What follows belongs to an exercise in optimizing a design on an open flow for small area, a short achievable clock period and few clock cycles; a production flow would make more cautious choices.
Where RTL was checked, it was by simulation tests only, not by an equivalence proof against the original.
Power is estimated from default activity; no workload was simulated.

==> module codma_top, before the edit <==
module codma_top(
    input  logic                         clk_i,
    input  logic                         reset_n_i,
    input  logic                         start_i,
    input  logic [codma_pkg::ADDR_W-1:0] task_pointer_i,
    input  logic [codma_pkg::ADDR_W-1:0] status_pointer_i,
    output logic                         busy_o,
    output logic                         irq_o,
    output logic                         bus_req_o,
    output logic                         bus_we_o,
    output logic [codma_pkg::ADDR_W-1:0] bus_addr_o,
    output logic [codma_pkg::DATA_W-1:0] bus_wdata_o,
    input  logic [codma_pkg::DATA_W-1:0] bus_rdata_i,
    input  logic                         bus_ack_i,
    input  logic                         bus_error_i
);
    logic fetch_r;      
    logic pend_r;       
    logic read_r;       
    logic write_r;      
    logic fin_r;        
    logic busy_r;
    logic req_r;        
    logic we_r;
    logic irq_r;
    logic pend_err_r;   
    logic burst_r;      
    logic [2:0]  cnt_r;
    logic [31:0] addr_r;     
    logic [31:0] next_r;     
    logic [29:0] words_r;    
    logic        last_r;     
    logic [31:0] buf_r [8];  
    logic resp;
    logic desc_last;
    logic desc_ok;
    logic pkt_last;
    logic copy;
    logic copy_end;
    logic fin_end, fin_retry;
    logic sel_sp, sel_next, step;
    logic s_tp, s_sp, s_nx, s_inc, s_hld;
    logic [31:0] addr_inc;
    logic [31:0] addr_carry;   
    logic [29:0] words_zero;   
    logic        dec;
    assign resp      = bus_ack_i | bus_error_i;
    assign desc_last = fetch_r && (cnt_r[1:0] == 2'd3);
    assign desc_ok   = (bus_rdata_i != 32'd0) &&
                       (buf_r[5][31:1] == 31'd0) &&
                       (buf_r[5][0] ? (bus_rdata_i[4:0] == 5'd0) : (bus_rdata_i[1:0] == 2'd0));
    assign pkt_last  = !burst_r || (cnt_r == 3'd7);
    assign copy      = read_r || write_r;
    assign copy_end  = (write_r && bus_ack_i && last_r) || (copy && bus_error_i);
    assign fin_end   = fin_r && (bus_ack_i || (bus_error_i && buf_r[0][1]));
    assign fin_retry = fin_r && bus_error_i && !buf_r[0][1];
    assign busy_o      = busy_r;
    assign irq_o       = irq_r;
    assign bus_req_o   = req_r;
    assign bus_we_o    = we_r;
    assign bus_addr_o  = addr_r;
    assign bus_wdata_o = buf_r[0];
    always_ff @(posedge clk_i or negedge reset_n_i) begin
        if (!reset_n_i) begin
            fetch_r <= 1'b0;
            pend_r  <= 1'b0;
            read_r  <= 1'b0;
            write_r <= 1'b0;
            fin_r   <= 1'b0;
            busy_r  <= 1'b0;
            req_r   <= 1'b0;
            we_r    <= 1'b0;
            irq_r   <= 1'b0;
        end else begin
            irq_r <= fin_end;
            if (!busy_r) begin
                if (start_i) begin
                    busy_r  <= 1'b1;
                    req_r   <= 1'b1;
                    fetch_r <= 1'b1;
                end
            end else if (fetch_r) begin
                if (bus_error_i) begin
                    fetch_r <= 1'b0;
                    fin_r   <= 1'b1;
                    we_r    <= 1'b1;
                end else if (bus_ack_i && desc_last) begin
                    fetch_r <= 1'b0;
                    pend_r  <= desc_ok;
                    fin_r   <= !desc_ok;
                    we_r    <= 1'b1;
                end
            end else if (pend_r) begin
                if (resp) begin
                    pend_r <= 1'b0;
                    read_r <= 1'b1;
                    we_r   <= 1'b0;
                end
            end else if (copy) begin
                if (copy_end) begin
                    read_r  <= 1'b0;
                    write_r <= 1'b0;
                    fin_r   <= 1'b1;
                    we_r    <= 1'b1;
                end else if (bus_ack_i && pkt_last) begin
                    read_r  <= write_r;
                    write_r <= read_r;
                    we_r    <= read_r;
                end
            end else if (fin_end) begin
                fin_r  <= 1'b0;
                busy_r <= 1'b0;
                req_r  <= 1'b0;
                we_r   <= 1'b0;
            end
        end
    end
    assign sel_sp   = (fetch_r && (bus_error_i || (bus_ack_i && desc_last))) ||
                      copy_end || pend_r || fin_r;
    assign sel_next = copy && bus_ack_i && pkt_last;
    assign step     = bus_ack_i;
    always_comb begin
        logic grp;
        addr_carry = '0;
        grp = 1'b1;
        for (int g = 2; g < 32; g += 4) begin
            addr_carry[g] = grp;
            for (int i = g + 1; i < g + 4 && i < 32; i++) begin
                addr_carry[i] = addr_carry[i - 1] & addr_r[i - 1];
            end
            grp = grp & (&addr_r[g +: 4]);
        end
        words_zero = '0;
        grp = 1'b1;
        for (int g = 0; g < 30; g += 4) begin
            words_zero[g] = grp;
            for (int i = g + 1; i < g + 4 && i < 30; i++) begin
                words_zero[i] = words_zero[i - 1] & !words_r[i - 1];
            end
            grp = grp & ~(|words_r[g +: 4]);
        end
    end
    assign s_tp  = !busy_r;
    assign s_nx  = busy_r && ((pend_r && resp) || (sel_next && !copy_end));
    assign s_sp  = busy_r && !(pend_r && resp) && sel_sp;
    assign s_inc = busy_r && !s_nx && !s_sp && step;
    assign s_hld = busy_r && !s_nx && !s_sp && !step;
    assign addr_inc = addr_r ^ addr_carry;
    always_ff @(posedge clk_i) begin
        addr_r <= ({32{s_tp}}  & task_pointer_i) |
                  ({32{s_sp}}  & status_pointer_i) |
                  ({32{s_nx}}  & next_r) |
                  ({32{s_inc}} & addr_inc) |
                  ({32{s_hld}} & addr_r);
    end
    always_ff @(posedge clk_i) begin
        if (desc_last || (pend_r && resp)) begin
            next_r <= buf_r[6];
        end else if (sel_next) begin
            next_r <= addr_inc;
        end
    end
    always_ff @(posedge clk_i) begin
        if (!busy_r || pend_r) begin
            cnt_r <= 3'd0;
        end else begin
            cnt_r <= cnt_r + {2'd0, bus_ack_i};
        end
    end
    always_ff @(posedge clk_i) begin
        if (!busy_r) begin
            pend_err_r <= 1'b0;
        end else if (pend_r && bus_error_i) begin
            pend_err_r <= 1'b1;
        end
    end
    assign dec = write_r && bus_ack_i;
    always_ff @(posedge clk_i) begin
        if (desc_last) begin
            words_r <= bus_rdata_i[31:2];
            last_r  <= (bus_rdata_i[31:2] == 30'd1);
            burst_r <= buf_r[5][0];
        end else begin
            words_r <= words_r ^ ({30{dec}} & words_zero);
            if (write_r && bus_ack_i) begin
                last_r <= (words_r == 30'd2);
            end
        end
    end
    logic        b0_code, b0_rd, b0_sh, b0_hold;
    logic        code_pend, code_done;
    logic [31:0] code;
    assign b0_code   = (fetch_r && bus_error_i) || (desc_last && bus_ack_i) || copy_end || fin_retry;
    assign code_pend = desc_last && bus_ack_i && desc_ok;
    assign code_done = copy_end && !bus_error_i && !pend_err_r;
    assign code      = {30'd0, !code_pend && !code_done, code_pend};
    assign b0_rd     = !b0_code && read_r && bus_ack_i && !burst_r;
    assign b0_sh     = !b0_code && !b0_rd && resp;
    assign b0_hold   = !b0_code && !resp;
    always_ff @(posedge clk_i) begin
        if (resp) begin
            for (int i = 1; i < 7; i++) begin
                buf_r[i] <= buf_r[i + 1];
            end
            buf_r[7] <= bus_rdata_i;
        end
        buf_r[0] <= ({32{b0_code}} & code) |
                    ({32{b0_rd}}   & bus_rdata_i) |
                    ({32{b0_sh}}   & buf_r[1]) |
                    ({32{b0_hold}} & buf_r[0]);
    end
endmodule
export LEC_CHECK = 0
export CAP_MARGIN = 20
export CORE_MARGIN = 2
export CORE_UTILIZATION = 55
export SETUP_SLACK_MARGIN = 3.6
export SLEW_MARGIN = 20
export BUFFER_PORTS_ARGS = -buffer_cell sky130_fd_sc_hd__buf_1
export CTS_ARGS = -sink_clustering_enable -repair_clock_nets -dont_use_dummy_load -sink_clustering_size 16 -sink_clustering_max_diameter 80 -buf_list sky130_fd_sc_hd__clkbuf_8
create_clock -name core_clock -period 6.0 [get_ports {clk_i}]
standard.sh (not shown) runs the stock make flow with config.mk's settings and CLKGATE_MAP_FILE= SYNTH_SCRIPT=/design/flow/synth_recipe.tcl, a recipe that flattens the netlist after the stock synthesis.
==> flow/flow/run.sh <==
#!/bin/bash
# The standard layout (the standard.sh) with two changes: every port is buffered with
# sky130_fd_sc_hd__buf_1 instead of the cell buffer_ports picks by itself, and clock tree
# synthesis inserts no dummy loads and uses the clustering below. The make output goes to
# standard.log in this folder.
set -euo pipefail
cat >> config.mk <<'EOC'
export BUFFER_PORTS_ARGS = -buffer_cell sky130_fd_sc_hd__buf_1
export CTS_ARGS = -sink_clustering_enable -repair_clock_nets -dont_use_dummy_load -sink_clustering_size 16 -sink_clustering_max_diameter 80 -buf_list sky130_fd_sc_hd__clkbuf_8
EOC
bash standard.sh > standard.log 2>&1
Change:
--- a/flow/design.v
+++ b/flow/design.v
@@ -74,14 +74,13 @@
     logic desc_ok;
     logic pkt_last;
     logic copy;
     logic copy_end;
     logic fin_end, fin_retry;
     logic sel_sp, sel_next, step;
-    logic s_tp, s_sp, s_nx, s_inc, s_hld;
-    logic [31:0] addr_inc;
+    logic s_tp, s_sp, s_nx, s_inc;
     logic [31:0] addr_carry;   
     logic [29:0] words_zero;   
     logic        dec;
     assign resp      = bus_ack_i | bus_error_i;
     assign desc_last = fetch_r && (cnt_r[1:0] == 2'd3);
     assign desc_ok   = (bus_rdata_i != 32'd0) &&
@@ -178,27 +177,24 @@
             grp = grp & ~(|words_r[g +: 4]);
         end
     end
     assign s_tp  = !busy_r;
     assign s_nx  = busy_r && ((pend_r && resp) || (sel_next && !copy_end));
     assign s_sp  = busy_r && !(pend_r && resp) && sel_sp;
-    assign s_inc = busy_r && !s_nx && !s_sp && step;
-    assign s_hld = busy_r && !s_nx && !s_sp && !step;
-    assign addr_inc = addr_r ^ addr_carry;
+    assign s_inc = busy_r && !s_nx && !s_sp;
     always_ff @(posedge clk_i) begin
         addr_r <= ({32{s_tp}}  & task_pointer_i) |
                   ({32{s_sp}}  & status_pointer_i) |
                   ({32{s_nx}}  & next_r) |
-                  ({32{s_inc}} & addr_inc) |
-                  ({32{s_hld}} & addr_r);
+                  ({32{s_inc}} & (addr_r ^ ({32{step}} & addr_carry)));
     end
     always_ff @(posedge clk_i) begin
         if (desc_last || (pend_r && resp)) begin
             next_r <= buf_r[6];
         end else if (sel_next) begin
-            next_r <= addr_inc;
+            next_r <= addr_r ^ ({32{step}} & addr_carry);   
         end
     end
     always_ff @(posedge clk_i) begin
         if (!busy_r || pend_r) begin
             cnt_r <= 3'd0;
         end else begin
What happened: The new run finished with timing, DRC and antenna clean. Design area went down by 3.5%. Register-to-register slack improves by 0.24 ns. Via count barely changes. Sequential power went down by about 2%. First-iteration DRC count went up by 6.0%. Global-route usage went up by 0.23 points. Non-clock buffer count went down by 20.
Testbench counts after the change, summed over its fixed seeds: cycles 33,685.
No functional check of the RTL was part of the first run of this note.

* * *

codma_top, a different RTL version from the one above (not shown whole).
Size: ~980 cells after synthesis, roughly 360 flip-flops, ~170 I/O pins, roughly 0.014 sq mm of cells after synthesis.
==> module codma_top, before the edit <==
module codma_top(
    input  logic                         clk_i,
    input  logic                         reset_n_i,
    input  logic                         start_i,
    input  logic [codma_pkg::ADDR_W-1:0] task_pointer_i,
    input  logic [codma_pkg::ADDR_W-1:0] status_pointer_i,
    output logic                         busy_o,
    output logic                         irq_o,
    output logic                         bus_req_o,
    output logic                         bus_we_o,
    output logic [codma_pkg::ADDR_W-1:0] bus_addr_o,
    output logic [codma_pkg::DATA_W-1:0] bus_wdata_o,
    input  logic [codma_pkg::DATA_W-1:0] bus_rdata_i,
    input  logic                         bus_ack_i,
    input  logic                         bus_error_i
);
    logic fetch_r;      
    logic pend_r;       
    logic read_r;       
    logic write_r;      
    logic fin_r;        
    logic busy_r;
    logic req_r;        
    logic we_r;
    logic irq_r;
    logic pend_err_r;   
    logic burst_r;      
    logic [2:0]  cnt_r;
    logic [31:0] addr_r;     
    logic [31:0] next_r;     
    logic [29:0] words_r;    
    logic        last_w;     
    logic [31:0] buf_r [8];  
    logic resp;
    logic desc_last;
    logic desc_ok;
    logic pkt_last;
    logic copy;
    logic copy_end;
    logic fin_end, fin_retry;
    logic sel_sp, sel_next, step;
    logic s_tp, s_sp, s_nx, s_inc;
    logic [31:0] addr_carry;   
    logic [29:0] words_zero;   
    logic        dec;
    assign resp      = bus_ack_i | bus_error_i;
    assign desc_last = fetch_r && (cnt_r[1:0] == 2'd3);
    assign desc_ok   = (bus_rdata_i != 32'd0) &&
                       (buf_r[5][31:1] == 31'd0) &&
                       (buf_r[5][0] ? (bus_rdata_i[4:0] == 5'd0) : (bus_rdata_i[1:0] == 2'd0));
    assign pkt_last  = !burst_r || (cnt_r == 3'd7);
    assign copy      = read_r || write_r;
    assign copy_end  = (write_r && bus_ack_i && last_w) || (copy && bus_error_i);
    assign fin_end   = fin_r && (bus_ack_i || (bus_error_i && buf_r[0][1]));
    assign fin_retry = fin_r && bus_error_i && !buf_r[0][1];
    assign busy_o      = busy_r;
    assign irq_o       = irq_r;
    assign bus_req_o   = req_r;
    assign bus_we_o    = we_r;
    assign bus_addr_o  = addr_r;
    assign bus_wdata_o = buf_r[0];
    always_ff @(posedge clk_i or negedge reset_n_i) begin
        if (!reset_n_i) begin
            fetch_r <= 1'b0;
            pend_r  <= 1'b0;
            read_r  <= 1'b0;
            write_r <= 1'b0;
            fin_r   <= 1'b0;
            busy_r  <= 1'b0;
            req_r   <= 1'b0;
            we_r    <= 1'b0;
            irq_r   <= 1'b0;
        end else begin
            irq_r <= fin_end;
            if (!busy_r) begin
                if (start_i) begin
                    busy_r  <= 1'b1;
                    req_r   <= 1'b1;
                    fetch_r <= 1'b1;
                end
            end else if (fetch_r) begin
                if (bus_error_i) begin
                    fetch_r <= 1'b0;
                    fin_r   <= 1'b1;
                    we_r    <= 1'b1;
                end else if (bus_ack_i && desc_last) begin
                    fetch_r <= 1'b0;
                    pend_r  <= desc_ok;
                    fin_r   <= !desc_ok;
                    we_r    <= 1'b1;
                end
            end else if (pend_r) begin
                if (resp) begin
                    pend_r <= 1'b0;
                    read_r <= 1'b1;
                    we_r   <= 1'b0;
                end
            end else if (copy) begin
                if (copy_end) begin
                    read_r  <= 1'b0;
                    write_r <= 1'b0;
                    fin_r   <= 1'b1;
                    we_r    <= 1'b1;
                end else if (bus_ack_i && pkt_last) begin
                    read_r  <= write_r;
                    write_r <= read_r;
                    we_r    <= read_r;
                end
            end else if (fin_end) begin
                fin_r  <= 1'b0;
                busy_r <= 1'b0;
                req_r  <= 1'b0;
                we_r   <= 1'b0;
            end
        end
    end
    assign sel_sp   = (fetch_r && (bus_error_i || (bus_ack_i && desc_last))) ||
                      copy_end || pend_r || fin_r;
    assign sel_next = copy && bus_ack_i && pkt_last;
    assign step     = bus_ack_i;
    always_comb begin
        logic grp;
        addr_carry = '0;
        grp = 1'b1;
        for (int g = 2; g < 32; g += 4) begin
            addr_carry[g] = grp;
            for (int i = g + 1; i < g + 4 && i < 32; i++) begin
                addr_carry[i] = addr_carry[i - 1] & addr_r[i - 1];
            end
            grp = grp & (&addr_r[g +: 4]);
        end
        words_zero = '0;
        grp = 1'b1;
        for (int g = 0; g < 30; g += 4) begin
            words_zero[g] = grp;
            for (int i = g + 1; i < g + 4 && i < 30; i++) begin
                words_zero[i] = words_zero[i - 1] & !words_r[i - 1];
            end
            grp = grp & ~(|words_r[g +: 4]);
        end
    end
    assign s_tp  = !busy_r;
    assign s_nx  = busy_r && ((pend_r && resp) || (sel_next && !copy_end));
    assign s_sp  = busy_r && !(pend_r && resp) && sel_sp;
    assign s_inc = busy_r && !s_nx && !s_sp;
    always_ff @(posedge clk_i) begin
        addr_r <= ({32{s_tp}}  & task_pointer_i) |
                  ({32{s_sp}}  & status_pointer_i) |
                  ({32{s_nx}}  & next_r) |
                  ({32{s_inc}} & (addr_r ^ ({32{step}} & addr_carry)));
    end
    always_ff @(posedge clk_i) begin
        if (desc_last || (pend_r && resp)) begin
            next_r <= buf_r[6];
        end else if (sel_next) begin
            next_r <= addr_r ^ ({32{step}} & addr_carry);   
        end
    end
    always_ff @(posedge clk_i) begin
        if (!busy_r || pend_r) begin
            cnt_r <= 3'd0;
        end else begin
            cnt_r <= cnt_r + {2'd0, bus_ack_i};
        end
    end
    always_ff @(posedge clk_i) begin
        if (!busy_r) begin
            pend_err_r <= 1'b0;
        end else if (pend_r && bus_error_i) begin
            pend_err_r <= 1'b1;
        end
    end
    assign dec    = write_r && bus_ack_i;
    assign last_w = (words_r == 30'd1);
    always_ff @(posedge clk_i) begin
        if (desc_last) begin
            words_r <= bus_rdata_i[31:2];
            burst_r <= buf_r[5][0];
        end else begin
            words_r <= words_r ^ ({30{dec}} & words_zero);
        end
    end
    logic        b0_code, b0_rd, b0_sh, b0_hold;
    logic        code_pend, code_done;
    logic [31:0] code;
    assign b0_code   = (fetch_r && bus_error_i) || (desc_last && bus_ack_i) || copy_end || fin_retry;
    assign code_pend = desc_last && bus_ack_i && desc_ok;
    assign code_done = copy_end && !bus_error_i && !pend_err_r;
    assign code      = {30'd0, !code_pend && !code_done, code_pend};
    assign b0_rd     = !b0_code && read_r && bus_ack_i && !burst_r;
    assign b0_sh     = !b0_code && !b0_rd && bus_ack_i;
    assign b0_hold   = !b0_code && !bus_ack_i;
    always_ff @(posedge clk_i) begin
        if (bus_ack_i) begin
            for (int i = 1; i < 7; i++) begin
                buf_r[i] <= buf_r[i + 1];
            end
            buf_r[7] <= bus_rdata_i;
        end
        buf_r[0] <= ({32{b0_code}} & code) |
                    ({32{b0_rd}}   & bus_rdata_i) |
                    ({32{b0_sh}}   & buf_r[1]) |
                    ({32{b0_hold}} & buf_r[0]);
    end
endmodule
Settings: LEC_CHECK=0, CAP_MARGIN=20, CORE_MARGIN=2, CORE_UTILIZATION=55, PLACE_DENSITY=0.75, SETUP_SLACK_MARGIN=3.6, SLEW_MARGIN=20, BUFFER_PORTS_ARGS=-buffer_cell sky130_fd_sc_hd__buf_1, CTS_ARGS=-sink_clustering_enable -repair_clock_nets -dont_use_dummy_load -sink_clustering_size 16 -sink_clustering_max_diameter 80 -buf_list sky130_fd_sc_hd__clkbuf_8; clock period 6.0 ns.
Scripts as last shown in full above: flow/flow/run.sh
The baseline completed without violations.
Rerun with:
--- a/flow/design.v
+++ b/flow/design.v
@@ -67,7 +67,7 @@
     logic [31:0] addr_r;     
     logic [31:0] next_r;     
     logic [29:0] words_r;    
-    logic        last_w;     
+    logic        last_r;     
     logic [31:0] buf_r [8];  
     logic resp;
     logic desc_last;
@@ -88,7 +88,7 @@
                        (buf_r[5][0] ? (bus_rdata_i[4:0] == 5'd0) : (bus_rdata_i[1:0] == 2'd0));
     assign pkt_last  = !burst_r || (cnt_r == 3'd7);
     assign copy      = read_r || write_r;
-    assign copy_end  = (write_r && bus_ack_i && last_w) || (copy && bus_error_i);
+    assign copy_end  = (write_r && bus_ack_i && last_r) || (copy && bus_error_i);
     assign fin_end   = fin_r && (bus_ack_i || (bus_error_i && buf_r[0][1]));
     assign fin_retry = fin_r && bus_error_i && !buf_r[0][1];
     assign busy_o      = busy_r;
@@ -208,14 +208,17 @@
             pend_err_r <= 1'b1;
         end
     end
-    assign dec    = write_r && bus_ack_i;
-    assign last_w = (words_r == 30'd1);
+    assign dec = write_r && bus_ack_i;
     always_ff @(posedge clk_i) begin
         if (desc_last) begin
             words_r <= bus_rdata_i[31:2];
+            last_r  <= (bus_rdata_i[31:2] == 30'd1);
             burst_r <= buf_r[5][0];
         end else begin
             words_r <= words_r ^ ({30{dec}} & words_zero);
+            if (write_r && bus_ack_i) begin
+                last_r <= (words_r == 30'd2);
+            end
         end
     end
     logic        b0_code, b0_rd, b0_sh, b0_hold;
@@ -226,10 +229,10 @@
     assign code_done = copy_end && !bus_error_i && !pend_err_r;
     assign code      = {30'd0, !code_pend && !code_done, code_pend};
     assign b0_rd     = !b0_code && read_r && bus_ack_i && !burst_r;
-    assign b0_sh     = !b0_code && !b0_rd && bus_ack_i;
-    assign b0_hold   = !b0_code && !bus_ack_i;
-    always_ff @(posedge clk_i) begin
-        if (bus_ack_i) begin
+    assign b0_sh     = !b0_code && !b0_rd && resp;
+    assign b0_hold   = !b0_code && !resp;
+    always_ff @(posedge clk_i) begin
+        if (resp) begin
             for (int i = 1; i < 7; i++) begin
                 buf_r[i] <= buf_r[i + 1];
             end
=> Final cell count drops slightly. Total power climbs by a few percent. Register-to-register slack improved by 0.08 ns. Sequential share of layout area climbs by 0.86 points. Core utilization drops by 0.43 points. Clock-buffer cell count is unchanged. Worst hold slack improved by 0.0078 ns. Non-clock buffer count drops by 4. Setup slack improved by 0.076 ns. Via count drops slightly. Synthesized cell count drops slightly. Final area drops slightly.
Testbench counts after the change, summed over its fixed seeds: cycles 33,685.
Function not checked in the first run of this note: the RTL went through the layout flow alone.

## afterwards: timing with drivers on the ports
The results above use ideal ports. As a check the final layouts listed here were re-extracted and re-timed, cells and wires unchanged.
Step 1: set_driving_cell puts a clkbuf_16 on clk_i and a buf_2 on each other input, an assumption about the parent block.
Step 2 times the ports against the registers' clock, not the clock port: input delays grow and output delays shrink by t, the midpoint of the rising clock arrivals with the driver on.
Three values: ideal ports, drivers, drivers and shift; two values: the first two.
run | t (ns) | slack for setup (ns) | worst setup path at the end
the first run of note 1 | 0.617 | 3.538 / 3.538 / 3.010 | input to register
the second run of note 1 | 0.599 | 3.601 / 3.609 / 3.019 | input to register
the first run of note 2 | 0.612 | 3.563 / 3.382 / 2.770 | input to register
the second run of note 2 | 0.606 | 3.640 / 3.595 / 3.058 | input to register
After both steps setup and hold are still met in every run listed. The setup slack of the first run of note 2, which loses most, moves by -0.181 ns with the drivers and by -0.793 ns with both steps.
